Source: an optimization exercise on an open RTL-to-GDS flow (aim: small area, a short achievable clock period and few clock cycles per item). Production flows keep margins and buffers that such runs may drop. No functional check of the RTL was part of any run shown here. Power and IR drop assume default switching activity.

==> flow/design.v <==
`default_nettype none
package esr_pkg;
  localparam logic [10:0] MS_PER_S = 11'd1000;
endpackage
`default_nettype wire
`default_nettype none
module encoder_speed_and_ramped_setpoint_core (
  input  logic clk,
  input  logic rst,
  input  logic psel,
  input  logic penable,
  input  logic pwrite,
  input  logic [4:0] paddr,
  input  logic [31:0] pwdata,
  output logic [31:0] prdata,
  output logic pready,
  input  logic in_valid,
  output logic in_ready,
  input  logic signed [31:0] encoder_count,
  input  logic [31:0] time_ms,
  input  logic signed [16:0] target_speed_mm_s,
  output logic out_valid,
  input  logic out_ready,
  output logic signed [23:0] measured_speed_mm_s,
  output logic signed [20:0] measured_scaled,
  output logic signed [16:0] ramped_speed_mm_s,
  output logic signed [10:0] setpoint_scaled
);
  logic reverse;
  logic [15:0] pulses_per_rev;
  logic [23:0] circumference_um;
  logic [15:0] max_speed_mm_s;
  logic [15:0] max_accel_mm_s2;
  logic cfg_wr;
  assign pready = 1'b1;
  assign cfg_wr = psel & penable & pwrite;
  always_comb begin
    case (paddr[4:2])
      3'd0: prdata = {31'd0, reverse};
      3'd1: prdata = {16'd0, pulses_per_rev};
      3'd2: prdata = {8'd0, circumference_um};
      3'd3: prdata = {16'd0, max_speed_mm_s};
      3'd4: prdata = {16'd0, max_accel_mm_s2};
      default: prdata = '0;
    endcase
  end
  always_ff @(posedge clk) begin
    if (rst) begin
      reverse <= 1'b0;
      pulses_per_rev <= 16'd1;
      circumference_um <= 24'd1;
      max_speed_mm_s <= 16'd1;
      max_accel_mm_s2 <= 16'd2500;
    end else if (cfg_wr) begin
      case (paddr[4:2])
        3'd0: reverse <= pwdata[0];
        3'd1: pulses_per_rev <= pwdata[15:0];
        3'd2: circumference_um <= pwdata[23:0];
        3'd3: max_speed_mm_s <= pwdata[15:0];
        3'd4: max_accel_mm_s2 <= pwdata[15:0];
        default: ;
      endcase
    end
  end
  logic [15:0] ppr_eff;
  logic accel_on;
  assign ppr_eff = (pulses_per_rev == 16'd0) ? 16'd1 : pulses_per_rev;
  assign accel_on = (max_accel_mm_s2 != 16'd0);
  logic signed [31:0] last_position;
  logic [31:0] last_sample_time;
  logic [31:0] last_ramp_time;
  logic signed [16:0] ramped_speed;
  logic s1_busy, s1_conv, s1_first;
  logic [3:0] s1_cnt;
  logic s1_last;
  logic s1_sgn;                    
  logic s1_neg;                    
  logic s1_dz;
  logic [24:0] mx_hi;
  logic [32:0] mx_lo;
  logic [16:0] md_hi;
  logic [32:0] md_lo;
  logic [16:0] mp_hi;
  logic [32:0] mp_lo;
  logic s2a_free;
  logic s1_step, s1_fire;
  assign s1_last = (s1_cnt == 4'd10);
  assign in_ready = s1_busy & !s1_conv & s1_last & s2a_free;
  assign s1_fire = in_ready;
  assign s1_step = s1_busy & !s1_conv & (!s1_last | s2a_free);
  logic signed [32:0] ph_ext, lp_term, u_next;
  logic [1:0] u_cin;
  logic [31:0] dt_next, rdt_next;
  assign ph_ext = {{2{mx_lo[31]}}, mx_lo[31:1]};
  assign lp_term = {last_position[31], last_position} ^ {33{~reverse}};
  assign u_cin = {1'b0, mx_lo[31] & mx_lo[0]} + {1'b0, ~reverse};
  assign u_next = ph_ext + lp_term + $signed({31'd0, u_cin});
  assign dt_next = md_lo[31:0] - last_sample_time;
  assign rdt_next = mp_lo[31:0] - last_ramp_time;
  logic [31:0] pos_next;
  assign pos_next = ({encoder_count[31], encoder_count[31:1]} ^ {32{reverse}})
                    + {31'd0, reverse ^ (encoder_count[31] & encoder_count[0])};
  logic [2:0] mx_d;
  logic [24:0] mx_h;
  logic [27:0] mx_sum;
  logic [19:0] md_sum, mp_sum;
  assign mx_d = mx_lo[2:0] ^ {3{s1_sgn}};
  assign mx_h = s1_first ? (s1_sgn ? {1'b0, circumference_um} : 25'd0) : mx_hi;
  assign mx_sum = {3'd0, mx_h} + (mx_d[0] ? {4'd0, circumference_um} : 28'd0)
                               + (mx_d[1] ? {3'd0, circumference_um, 1'b0} : 28'd0)
                               + (mx_d[2] ? {2'd0, circumference_um, 2'b0} : 28'd0);
  assign md_sum = {3'd0, md_hi} + (md_lo[0] ? {4'd0, ppr_eff} : 20'd0)
                                + (md_lo[1] ? {3'd0, ppr_eff, 1'b0} : 20'd0)
                                + (md_lo[2] ? {2'd0, ppr_eff, 2'b0} : 20'd0);
  assign mp_sum = {3'd0, mp_hi} + (mp_lo[0] ? {4'd0, max_accel_mm_s2} : 20'd0)
                                + (mp_lo[1] ? {3'd0, max_accel_mm_s2, 1'b0} : 20'd0)
                                + (mp_lo[2] ? {2'd0, max_accel_mm_s2, 2'b0} : 20'd0);
  always_ff @(posedge clk) begin
    if (rst) begin
      s1_busy <= 1'b0;
      s1_conv <= 1'b0;
      s1_first <= 1'b0;
      s1_cnt <= '0;
    end else if (!s1_busy) begin
      if (in_valid) begin
        s1_busy <= 1'b1;
        s1_conv <= 1'b1;
        s1_first <= 1'b1;
        s1_cnt <= '0;
      end
    end else if (s1_conv) begin
      s1_conv <= 1'b0;
    end else if (s1_step) begin
      s1_first <= 1'b0;
      s1_cnt <= s1_cnt + 4'd1;
      if (s1_last) s1_busy <= 1'b0;
    end
  end
  always_ff @(posedge clk) begin
    if (!s1_busy) begin
      mx_lo <= {1'b0, encoder_count};
      md_lo <= {1'b0, time_ms};
      mp_lo <= {1'b0, time_ms};
    end else if (s1_conv) begin
      s1_sgn <= u_next[32];
      s1_neg <= reverse ^ u_next[32];
      mx_hi <= '0;
      mx_lo <= u_next;
      md_hi <= '0;
      md_lo <= {1'b0, dt_next};
      s1_dz <= (dt_next == 32'd0);
      mp_hi <= '0;
      mp_lo <= {1'b0, rdt_next};
    end else if (s1_step) begin
      mx_hi <= mx_sum[27:3];
      mx_lo <= {mx_sum[2:0], mx_lo[32:3]};
      md_hi <= md_sum[19:3];
      md_lo <= {md_sum[2:0], md_lo[32:3]};
      mp_hi <= mp_sum[19:3];
      mp_lo <= {mp_sum[2:0], mp_lo[32:3]};
    end
  end
  logic [57:0] x_fin;
  logic [49:0] d_fin, p_fin;
  assign x_fin = {mx_sum[27:3], mx_sum[2:0], mx_lo[32:3]};
  assign d_fin = {md_sum[19:3], md_sum[2:0], md_lo[32:3]};
  assign p_fin = {mp_sum[19:3], mp_sum[2:0], mp_lo[32:3]};
  logic a_busy, a_done;
  logic [3:0] a_cnt;
  logic [47:0] a_r, a_d;
  logic [22:0] a_q;
  logic a_neg, a_dz, a_ovf, a_first;
  logic [9:0] st_r;
  logic [17:0] st_q;
  logic st_sat;
  logic signed [16:0] a_tgt;
  logic b_busy, b_done;
  logic a_fire;
  logic s3_busy;
  logic b_fire;
  assign a_fire = a_done & !b_busy;
  assign s2a_free = !a_busy | a_fire;
  logic [48:0] a_trial;
  logic [49:0] a_diff;
  logic a_ge;
  assign a_trial = {a_r, a_q[22]};
  assign a_diff = {1'b0, a_trial} - {2'b00, a_d};
  assign a_ge = !a_diff[49];
  logic [10:0] st_t1, st_t2;
  logic [11:0] st_d1, st_d2;
  logic [9:0] st_r1;
  logic st_g1, st_g2;
  assign st_t1 = {st_r, st_q[17]};
  assign st_d1 = {1'b0, st_t1} - {1'b0, esr_pkg::MS_PER_S};
  assign st_g1 = !st_d1[11];
  assign st_r1 = st_g1 ? st_d1[9:0] : st_t1[9:0];
  assign st_t2 = {st_r1, st_q[16]};
  assign st_d2 = {1'b0, st_t2} - {1'b0, esr_pkg::MS_PER_S};
  assign st_g2 = !st_d2[11];
  logic signed [17:0] rp_tgt, rp_cur, rp_step;
  logic signed [17:0] rp_diff, rp_upc, rp_dnc;
  logic signed [17:0] rp_move;
  logic rp_up, rp_small, rp_snap;
  logic rp_snap_r, rp_up_r;
  assign rp_tgt = {a_tgt[16], a_tgt};
  assign rp_cur = {ramped_speed[16], ramped_speed};
  assign rp_step = $signed(st_q);
  assign rp_diff = rp_tgt - rp_cur;
  assign rp_up = !rp_diff[17];
  assign rp_small = (rp_diff == 18'sd0) || (rp_diff == 18'sd1) || (rp_diff == -18'sd1);
  assign rp_upc = rp_cur + rp_step - rp_tgt;       
  assign rp_dnc = rp_tgt + rp_step - rp_cur;       
  assign rp_snap = st_sat | rp_small | (rp_up ? !rp_upc[17] : !rp_dnc[17]);
  assign rp_move = rp_up_r ? (rp_cur + rp_step) : (rp_cur - rp_step);
  always_ff @(posedge clk) begin
    if (rst) begin
      a_busy <= 1'b0;
      a_done <= 1'b0;
      a_first <= 1'b0;
      a_cnt <= '0;
    end else if (s1_fire) begin
      a_busy <= 1'b1;
      a_done <= 1'b0;
      a_first <= 1'b1;
      a_cnt <= '0;
    end else if (a_fire) begin
      a_busy <= 1'b0;
      a_done <= 1'b0;
    end else if (a_busy && !a_done) begin
      a_first <= 1'b0;
      a_cnt <= a_cnt + 4'd1;
      if (a_cnt == 4'd11) a_done <= 1'b1;
    end
  end
  always_ff @(posedge clk) begin
    if (s1_fire) begin
      a_r <= {13'd0, x_fin[57:23]};
      a_q <= x_fin[22:0];
      a_d <= d_fin[47:0];
      a_neg <= s1_neg;
      a_dz <= s1_dz;
      st_r <= {1'b0, p_fin[26:18]};
      st_q <= p_fin[17:0];
      st_sat <= (p_fin[49:27] != 23'd0);
      a_tgt <= (target_speed_mm_s == -17'sd65536) ? -17'sd65535 : target_speed_mm_s;
    end else if (a_busy && !a_done) begin
      a_r <= a_ge ? a_diff[47:0] : a_trial[47:0];
      a_q <= {a_q[21:0], a_ge};
      if (a_first) a_ovf <= (a_r >= a_d);
      if (a_cnt < 4'd9) begin
        st_r <= st_g2 ? st_d2[9:0] : st_t2[9:0];
        st_q <= {st_q[15:0], st_g1, st_g2};
      end
      rp_snap_r <= rp_snap;
      rp_up_r <= rp_up;
    end
  end
  always_ff @(posedge clk) begin
    if (rst) begin
      last_position <= '0;
      last_sample_time <= '0;
      last_ramp_time <= '0;
      ramped_speed <= '0;
    end else begin
      if (s1_fire) begin
        last_position <= pos_next;
        last_sample_time <= time_ms;
        if (accel_on) last_ramp_time <= time_ms;
      end
      if (a_busy && !a_done && a_cnt == 4'd10) begin
        if (!accel_on) ramped_speed <= a_tgt;
        else ramped_speed <= rp_snap_r ? a_tgt : rp_move[16:0];
      end
    end
  end
  logic [3:0] b_cnt;
  logic [47:0] b_r, b_d;
  logic [22:0] b_q;
  logic b_neg, b_dz, b_ovf;
  logic signed [16:0] b_ramp;
  logic [15:0] ss_r;
  logic [10:0] ss_q;
  assign b_fire = b_done & !s3_busy & (!out_valid | out_ready);
  logic [48:0] b_trial;
  logic [49:0] b_diff;
  logic b_ge;
  assign b_trial = {b_r, b_q[22]};
  assign b_diff = {1'b0, b_trial} - {2'b00, b_d};
  assign b_ge = !b_diff[49];
  logic [16:0] rm;
  logic [24:0] z_full;
  assign rm = ramped_speed[16] ? 17'(-ramped_speed) : 17'(ramped_speed);
  assign z_full = {rm, 8'd0} - {8'd0, rm};
  logic [16:0] ss_trial;
  logic [17:0] ss_diff;
  logic ss_ge;
  assign ss_trial = {ss_r, ss_q[10]};
  assign ss_diff = {1'b0, ss_trial} - {2'b00, max_speed_mm_s};
  assign ss_ge = !ss_diff[17];
  always_ff @(posedge clk) begin
    if (rst) begin
      b_busy <= 1'b0;
      b_done <= 1'b0;
      b_cnt <= '0;
    end else if (a_fire) begin
      b_busy <= 1'b1;
      b_done <= 1'b0;
      b_cnt <= '0;
    end else if (b_fire) begin
      b_busy <= 1'b0;
      b_done <= 1'b0;
    end else if (b_busy && !b_done) begin
      b_cnt <= b_cnt + 4'd1;
      if (b_cnt == 4'd10) b_done <= 1'b1;
    end
  end
  always_ff @(posedge clk) begin
    if (a_fire) begin
      b_r <= a_r;
      b_q <= a_q;
      b_d <= a_d;
      b_neg <= a_neg;
      b_dz <= a_dz;
      b_ovf <= a_ovf;
      b_ramp <= ramped_speed;
      ss_r <= {3'd0, z_full[23:11]};
      ss_q <= z_full[10:0];
    end else if (b_busy && !b_done) begin
      b_r <= b_ge ? b_diff[47:0] : b_trial[47:0];
      b_q <= {b_q[21:0], b_ge};
      ss_r <= ss_ge ? ss_diff[15:0] : ss_trial[15:0];
      ss_q <= {ss_q[9:0], ss_ge};
    end
  end
  logic signed [23:0] spd_val;
  logic [23:0] spd_mag;
  always_comb begin
    if (b_dz) begin
      spd_val = '0;
      spd_mag = '0;
    end else if (!b_neg) begin
      spd_val = b_ovf ? 24'sh7fffff : $signed({1'b0, b_q});
      spd_mag = b_ovf ? 24'h7fffff : {1'b0, b_q};
    end else begin
      spd_val = b_ovf ? 24'sh800000 : $signed(24'(-{1'b0, b_q}));
      spd_mag = b_ovf ? 24'h800000 : {1'b0, b_q};
    end
  end
  logic signed [10:0] ss_val;
  always_comb begin
    if (max_speed_mm_s == 16'd0) ss_val = -11'sd1;
    else if (!b_ramp[16]) ss_val = ss_q[10] ? 11'sd1023 : $signed({1'b0, ss_q[9:0]});
    else ss_val = ss_q[10] ? -11'sd1023 : $signed(11'(-{1'b0, ss_q[9:0]}));
  end
  logic s3_fin;
  logic [3:0] s3_cnt;
  logic [16:0] ms_r;
  logic ms_x;                      
  logic [21:0] ms_q;
  assign ms_q = {measured_scaled, ms_x};
  logic [31:0] y_full;
  assign y_full = {spd_mag, 8'd0} - {8'd0, spd_mag};
  logic [17:0] ms_m3;
  logic [18:0] ms_t;
  logic [19:0] ms_d1, ms_d2, ms_d3;
  logic ms_g1, ms_g2;
  logic [16:0] ms_rn;
  assign ms_m3 = {2'b00, max_speed_mm_s} + {1'b0, max_speed_mm_s, 1'b0};
  assign ms_t = {ms_r, ms_q[21:20]};
  assign ms_d1 = {1'b0, ms_t} - {4'd0, max_speed_mm_s};
  assign ms_d2 = {1'b0, ms_t} - {3'd0, max_speed_mm_s, 1'b0};
  assign ms_d3 = {1'b0, ms_t} - {2'd0, ms_m3};
  always_comb begin
    if (!ms_d3[19]) begin
      {ms_g1, ms_g2} = 2'd3;
      ms_rn = ms_d3[16:0];
    end else if (!ms_d2[19]) begin
      {ms_g1, ms_g2} = 2'd2;
      ms_rn = ms_d2[16:0];
    end else if (!ms_d1[19]) begin
      {ms_g1, ms_g2} = 2'd1;
      ms_rn = ms_d1[16:0];
    end else begin
      {ms_g1, ms_g2} = 2'd0;
      ms_rn = ms_t[16:0];
    end
  end
  always_ff @(posedge clk) begin
    if (rst) begin
      s3_busy <= 1'b0;
      s3_fin <= 1'b0;
      s3_cnt <= '0;
      out_valid <= 1'b0;
    end else begin
      if (out_valid && out_ready) out_valid <= 1'b0;
      if (b_fire) begin
        s3_busy <= 1'b1;
        s3_fin <= 1'b0;
        s3_cnt <= '0;
      end else if (s3_busy) begin
        if (s3_fin) begin
          s3_busy <= 1'b0;
          s3_fin <= 1'b0;
          out_valid <= 1'b1;
        end else begin
          s3_cnt <= s3_cnt + 4'd1;
          if (s3_cnt == 4'd10) s3_fin <= 1'b1;
        end
      end
    end
  end
  always_ff @(posedge clk) begin
    if (b_fire) begin
      measured_speed_mm_s <= spd_val;
      ramped_speed_mm_s <= b_ramp;
      setpoint_scaled <= ss_val;
      ms_r <= y_full[30:14];
      {measured_scaled, ms_x} <= {y_full[13:0], 8'd0};
    end else if (s3_busy) begin
      if (s3_fin) begin
        if (max_speed_mm_s == 16'd0)
          measured_scaled <= -21'sd256;
        else if (!measured_speed_mm_s[23])
          measured_scaled <= (ms_q[21] | ms_q[20]) ? 21'sh0fffff : $signed({1'b0, ms_q[19:0]});
        else
          measured_scaled <= (ms_q[21] | ms_q[20]) ? 21'sh100000
                                                   : $signed(21'(-{1'b0, ms_q[19:0]}));
      end else begin
        ms_r <= ms_rn;
        {measured_scaled, ms_x} <= {ms_q[19:0], ms_g1, ms_g2};
      end
    end
  end
endmodule
`default_nettype wire
==> flow/config.mk <==
export PLATFORM = sky130hd
export DESIGN_NAME = encoder_speed_and_ramped_setpoint_core
export DESIGN_NICKNAME = encoder_speed_and_ramped_setpoint_core
export VERILOG_FILES = /design/flow/design.v
export SDC_FILE = /design/flow/constraint.sdc
export NUM_CORES = 4
export LEC_CHECK = 0
export ABC_CLOCK_PERIOD_IN_PS = 4500
export CAP_MARGIN = 20
export CORE_MARGIN = 2
export CORE_UTILIZATION = 40
export SETUP_SLACK_MARGIN = 3.3
export SLEW_MARGIN = 20
==> flow/run.sh <==
#!/bin/bash
# synth_recipe.tcl (not shown) runs the flow's synth.tcl, then flattens the netlist and writes it again
# the make line also repeats each setting of config.mk as NAME=value (left out here)
make -C /OpenROAD-flow-scripts/flow DESIGN_CONFIG=/design/flow/config.mk WORK_HOME=/design/flow/orfs CLKGATE_MAP_FILE= SYNTH_SCRIPT=/design/flow/synth_recipe.tcl finish
==> flow/constraint.sdc <==
create_clock -name core_clock -period 8.0 [get_ports {clk}]
set_input_delay 1.6000 -clock core_clock [delete_from_list [all_inputs] [get_ports {clk}]]
set_output_delay 1.6000 -clock core_clock [all_outputs]
set_load 0.01 [all_outputs]
==> flow_summary.yaml, run 1 <==
global_route:
  grt_usage_pct: 23.7
  grtUsageMet1_pct: 34.2
  grt_pass1_vias: 51100
  use_met2_pct: 37.0
  antenna_found_initial: 7
  top_usage_layer: "met2"
  grt_overflow: 0
  grt_max_degree: 83
  grt_pass1_wl_um: 302000
  grt_use_met3_pct: 3.66
timing:
  rsz0062_at_grt: "yes"
  slew_viol_final: 0
  fin_ws_ps: 3060
  period_minus_slack_ps: 4940
  finalSetupViolCount: 0
  fin_tns_setup_ps: 0
  worst_pin_slew_ps: 1080
  max_slew_margin_pct: 28.0
  hold_ws_ps: 411
  skew_ps: 37.7
  hold_viol_final: 0
  fmax_mhz: 202
  finalCritPeriodShare_pct: 61.7
pwr:
  power_mw: 11.2
  p_leak_nw: 29.2
  power_density_nw_per_um2: 155
  ir_drop_v: 0.000163
worst_setup_path:
  startpoint: "mx_lo[2]"
  r2r_start: "mx_lo[2]"
  start_kind: "flip-flop"
  r2r-end: "a_r[33]"
  end_kind: "flip-flop"
  crit_type: "flip-flop to flip-flop"
  reg2reg_slack_ps: 3060
  cp_max_fo: 4
  reg2reg_depth: 21
  cp.required_ps: 8450
  arrival_ps: 5390
synth:
  synthSimpleGateAreaFrac_pct: 17.4
  synth_mux_area_share_pct: 1.40
  yosysWarnings: 1
  synthArstFlopShare_pct: 0
  synth_xor_area_share_pct: 6.33
  seq_area_frac_synth_pct: 34.1
  syn_inst: 7342
  avgSynthCellArea_um2: 8.63
  synth_area_um2: 63400
  synth_fa_ha_area_share_pct: 15.8
  ys.flop_type: "edfxtp_1"
  synth_compound_area_share_pct: 19.1
  synth_edf_count: 560
  ys_seq_elements: 801
  synth_cell_type_count: 101
  synth_top_family_by_area: "compound AO/OA/AOI/OAI gates"
routing:
  wl_per_cell_um: 20.5
  drtIter0Drc: 4615
  drtPass1Iterations: 6
  drt_wl_total_um: 198000
  vias: 53900
  drc: 0
  via_per_inst: 5.59
  ant_nets: 0
die:
  pin_count: 233
  die_h_um: 402
  die_w_um: 402
  die_area_um2: 162000
  start_util_pct: 40.2
  core_um2: 158000
  rows: 146
status:
  status: "no timing/DRC/antenna violations"
clock_tree:
  numCtsBuffers: 95
  cts_tree: "built"
  htree_num_levels: 3
  clk_path_buf_depth: 3
  path_clk_slew_ps: 60
  root_buffer: "clkbuf_16"
  cts.sinks: 801
  clkLatencyLatePin_ps: 730
placement:
  dp_hpwl_um: 151000
  dpl_cell_area_um2: 67400
  port_buffers: 213
  place_ws_ps: 2090
  gp_congestion: 0.958
min_path:
  hold_start: "b_ramp[5]"
  hold_class: "flip-flop to flip-flop"
  holdPathStages: 0
  hold_end: "ramped_speed_mm_s[5]"
finish:
  drive_above_1_share_pct: 6.89
  fin_area_um2: 72100
  syn_to_final_growth_pct: 13.8
  n_fill_cell: 15400
  final_common_cell: "nand2_1"
  diodes: 0
  nets: 8314
  final_cell_mix: "897 x nand2_1, 700 x a21oi_1, 618 x inv_1"
run:
  drv_cap: 0
-- sequential cells by signal (all words and copies together) (netlist names), 33 cells and up --
name,cells
a_r,48
b_r,48
b_d,48
mx_lo,33
a_d,48
mp_lo,33
md_lo,33
-- timing repair --
item | CTS | global route
pin swaps | 44 | 50
endpoints found under the setup margin | 107 | 71
gates cloned | 4 | 1
hold buffers | 0 | 0
setup buffers | 48 | 38
endpoints found under the hold margin | 0 | 0
resized for setup | 120 | 87
-- cells in the mapped netlist (19+ instances only) --
master	count	share of area (%)
nor2_1	567	3.4
or2_2	22	0.22
buf_1	27	0.16
o21a_1	62	0.73
xnor2_1	302	4.2
nand2b_1	68	0.67
a31oi_1	90	0.89
a21oi_1	716	5.7
and2_1	181	1.8
a21boi_0	25	0.30
and3_1	51	0.50
ha_1	555	11
o22ai_1	28	0.28
o211ai_1	49	0.58
nand2_1	903	5.3
o31ai_1	26	0.31
nor2b_1	105	1.0
dfxtp_1	241	7.6
a211oi_1	78	0.92
nand4_1	58	0.57
o21bai_1	43	0.51
mux2i_1	76	1.2
o21ai_0	409	3.2
a21o_1	178	2.1
nor4_1	29	0.29
a22oi_1	39	0.46
clkbuf_1	264	1.6
fa_1	153	4.8
or4_1	19	0.23
edfxtp_1	560	27
nor3_1	110	0.87
nand3_1	119	0.94
xor2_1	156	2.2
inv_1	629	3.7
or3_1	52	0.51
-- area by class of cell --
| cell class | count | area [um^2] | share of cell area, % |
|---|---|---|---|
| multi-input cells | 5592 | 38800 | 53.8 |
| flip-flops and latches | 801 | 21700 | 30.1 |
| repair buffers | 358 | 3370 | 4.68 |
| clock buffers | 120 | 2640 | 3.66 |
| well taps | 2072 | 2590 | 3.59 |
| inverters | 633 | 2410 | 3.34 |
| clock inverters | 59 | 612 | 0.848 |
-- worst max-delay path, stage by stage, from the launching register on --
cell and delay [ps]:
edfxtp_1 520, xor2_4 230, buf_6 150, and2_4 150, fa_1 490, inv_2 40
fa_1 520, inv_1 40, ha_2 190, fa_2 350, a21o_1 180, a21oi_2 140
o21ai_1 80, a31o_2 240, a211oi_4 310, o41ai_4 120, o41ai_2 220, buf_4 170
o211ai_1 90, o211ai_1 130, xor2_1 220, a21oi_1 90
-- per-layer routing --
| metal | vias up | share of wire (%) | wire length (um) |
|---|---|---|---|
| met3 | 260 | 6.7 | 13200 |
| met2 | 1614 | 44 | 87000 |
| li1 | 26100 | - | - |
| met5 | - | 0.015 | 30 |
| met1 | 25900 | 47 | 92600 |
| met4 | 4 | 2.5 | 5020 |
-- cells by family after synthesis --
family	count (synthesis)
AND/OR/NAND/NOR	2361
AO/OA/AOI/OAI	1967
buffers and inverters	958
flip-flops	801
adder cells (fa/ha/maj)	708
XOR/XNOR	458
multiplexers	87
other	2
-- where the power goes --
group          internal, mW  switching, mW
Sequential             4.55          0.153
Combinational         0.830           1.10
Clock                  2.64           1.93
-- stage by stage --
step           std cells  util, %
2_1_floorplan       7349        -
3_3_place_gp        9364     42.7
3_5_place_dp        9365     42.7
4_1_cts             9596     45.3
5_1_grt             9635     45.7
6_report            9635     45.7
-- how the worst max path moves through the flow --
stage	endpoint	slack (ps)	cells past startpoint
2_1_floorplan	mx_lo[30]	3160	19
3_3_place_gp	prdata[10]	2140	6
3_5_place_dp	prdata[10]	2090	6
4_1_cts	a_r[33]	2970	22
5_1_grt	a_r[29]	2880	21
6_report	a_r[33]	3060	21
==> run 2, diff against run 1 <==
--- a/flow/config.mk
+++ b/flow/config.mk
@@ -5,9 +5,7 @@
 export SDC_FILE = /design/flow/constraint.sdc
 export NUM_CORES = 4
 export LEC_CHECK = 0
-export ABC_CLOCK_PERIOD_IN_PS = 4500
 export CAP_MARGIN = 20
 export CORE_MARGIN = 2
 export CORE_UTILIZATION = 40
-export SETUP_SLACK_MARGIN = 3.3
 export SLEW_MARGIN = 20
==> flow_summary.yaml, run 2 <==
finish:
  finalNonFillerCells: 9556
  n_fill_cell: 15600
  drive_above_1_share_pct: 4.08
  syn_to_final_growth_pct: 11.8
  final_cell_mix: "902 x nand2_1, 715 x a21oi_1, 626 x inv_1"
  nets: 8224
  final_common_cell: "nand2_1"
die:
  rows: 146
  die_area_um2: 162000
  die_h_um: 402
  start_util_pct: 40.2
  core_um2: 158000
  die_w_um: 402
  pin_count: 233
timing:
  worst_pin_slew_ps: 1040
  fin_tns_setup_ps: 0
  rsz0062_at_grt: "no"
  hold_viol_final: 0
  max_slew_margin_pct: 30.5
  slew_viol_final: 0
  finalCritPeriodShare_pct: 76.1
  period_minus_slack_ps: 6080
  fmax_mhz: 164
  finalSetupViolCount: 0
  fin_ws_ps: 1920
  skew_ps: 48.3
placement:
  place_inst: 9362
  port_buffers: 213
  place_ws_ps: 1470
  dp_hpwl_um: 152000
  gp_congestion: 0.939
global_route:
  grt_pass1_vias: 50900
  antenna_found_initial: 22
  grt_usage_pct: 24.0
  grt_max_degree: 147
  grt_overflow: 0
  grt_pass1_wl_um: 305000
routing:
  drtIter0Drc: 4288
  drc: 0
  drt_wl_total_um: 199000
  ant_nets: 0
  vias: 53700
  drtPass1Iterations: 6
  via_per_inst: 5.62
  wl_per_cell_um: 20.8
worst_setup_path:
  cp_max_fo: 24
  crit_chain: "xor2_1 -> buf_4 -> and2_1 -> fa_1 -> inv_1 -> fa_1 -> inv_1 -> ha_1 -> fa_1 -> a21o_1 -> a21oi_1 -> o21ai_0 -> a31o_2 -> a211oi_1 -> o41ai_1 -> o41ai_1 -> o211ai_1 -> o211ai_1 -> xor2_1 -> a21oi_1"
  critical_path.most_common_cell: "fa_1"
  critPathMaxStageDelay_ps: 570
  arrival_ps: 6560
  cp.required_ps: 8470
  crit_type: "flip-flop to flip-flop"
  start_kind: "flip-flop"
  slowest_stage: "edfxtp_1"
  end_kind: "flip-flop"
synth:
  yosysWarnings: 1
  yosys-top-cells-area: "edfxtp_1 27%, ha_1 11%, dfxtp_1 7.6%"
  synthArstFlopShare_pct: 0
  ys_seq_elements: 801
  synth_cell_type_count: 101
  ys.flop_type: "edfxtp_1"
  synth_area_um2: 63400
  yosysTopAreaCellShare_pct: 26.5
  netlist_top_cells_count: "903 x nand2_1, 716 x a21oi_1, 629 x inv_1"
  synth_top_area_cell: "edfxtp_1"
  seq_area_frac_synth_pct: 34.1
  synth_edf_count: 560
  syn_inst: 7342
  avgSynthCellArea_um2: 8.63
  synth_most_common_cell: "nand2_1"
clock_tree:
  htree_num_levels: 3
  cts_tree: "built"
  cts.sinks: 801
  hold_buffers: 0
  clk_path_buf_depth: 3
  cts_setup_buffers: 0
  numCtsBuffers: 97
  root_buffer: "clkbuf_16"
  path_clk_slew_ps: 60
  clkLatencyLatePin_ps: 740
  cts_resized: 0
pwr:
  power_density_nw_per_um2: 159
  p_leak_nw: 28.5
  ir_drop_v: 0.000196
status:
  status: "no timing/DRC/antenna violations"
run:
  drv_cap: 0
min_path:
  hold_class: "flip-flop to flip-flop"
run 2: cell count changes in the layout (fill, tap and decap cells not counted), moves of 8 or more:
cell / change
o21ai_0: +11
inv_1: +8
a21oi_2: -14
dlygate4sd2_1: -13
buf_6: -8
buf_4: -75
a21oi_1: +15
clkdlybuf4s50_1: +25
clkbuf_8: +8
dfxtp_2: -14
dfxtp_1: +21
ha_1: +9
diode_2: +9
run 2: final cells by class:
type | instances | area (um^2) | share of cell area [%]
multi-input combinational | 5590 | 38200 | 53.9
sequential | 801 | 21700 | 30.5
clock buffer | 133 | 2740 | 3.87
tap | 2072 | 2590 | 3.66
timing repair buffer | 268 | 2580 | 3.65
inverter | 633 | 2390 | 3.37
clock inverter | 50 | 722 | 1.02
antenna | 9 | 22.5 | 0.0318
run 2: worst paths after layout:
check,end,startpoint,cells past startpoint,slack [ps]
max,a_r[33],s1_sgn,20,1920
min,ramped_speed_mm_s[6],b_ramp[6],0,420
max reg2reg,a_r[33],s1_sgn,20,1920
min reg2reg,ramped_speed_mm_s[6],b_ramp[6],0,420
run 2: kinds of logic (layout without fill, tap and decap cells):
logic type	after synthesis	in the layout	share of synthesized area [%]
AND/OR/NAND/NOR	2361	2361	17.4
AO/OA/AOI/OAI	1967	1967	19.1
buffers and inverters	958	1084	5.80
flip-flops	801	801	34.1
adder cells (fa/ha/maj)	708	708	15.8
XOR/XNOR	458	458	6.33
multiplexers	87	87	1.40
other	2	18	0.0118
run 2: power by group:
part           internal, mW  leakage [nW]  switching [mW]  total [mW]
Sequential             4.55          7.14           0.163        4.71
Clock                  2.84          1.68            1.97        4.81
Combinational         0.738          19.7            1.03        1.77
run 2: metal layers:
layer / part of all wire (%) / GRT usage (%) / vias to the layer above
met1: 46 / 34.2 / 25800
li1: - / - / 25900
met5: 0.046 / 0 / -
met4: 3.1 / 7.70 / 14
met2: 44 / 37.4 / 1700
met3: 6.8 / 3.49 / 267
run 2: worst max-delay path: cells and delay by family, from the launching register on:
family | cells | cell delay [ps]
compound gates | 10 | 2560
fa+ha+maj | 4 | 1700
flops | 1 | 570
xor+xnor | 2 | 450
buf+inv | 3 | 320
simple gates | 1 | 200
run 2: per-stage QoR:
step	instance area, um^2	hold slack [ps]	power, mW	util, %
final	70900	418	11.3	44.9
after global routing	70900	426	11.7	44.9
after global placement	67400	403	6.51	42.7
after floorplan	63400	400	5.98	-
after CTS	70800	419	11.4	44.9
after detailed placement	67400	405	6.53	42.7

==> afterwards: timing with drivers on the ports <==
The results above use ideal ports. As a check the final layouts listed here were re-extracted and re-timed, cells and wires unchanged.
Step 1, drivers: a clkbuf_16 drives clk and a buf_2 each remaining input, both assumed.
Step 2 also shifts input and output timing later by t, the mid clock arrival at the registers, as if the neighbouring blocks saw the same clock.
Three values: ideal ports, drivers, drivers and shift; two values: the first two.
run	shift t [ns]	setup slack, ns	worst hold slack (ns)	worst register clock-pin slew, ns	worst data-port slew with drivers (ns)
run 1	0.799	3.061 / 3.061 / 2.852	0.411 / 0.411 / 0.411	0.07 / 0.07	0.09
run 2	0.807	1.915 / 1.915 / 1.915	0.418 / 0.418 / 0.418	0.07 / 0.07	0.18
After both steps setup and hold are still met in every run listed. The setup slack of run 1, which loses most, moves by 0.000 ns with the drivers and by -0.209 ns with both steps.
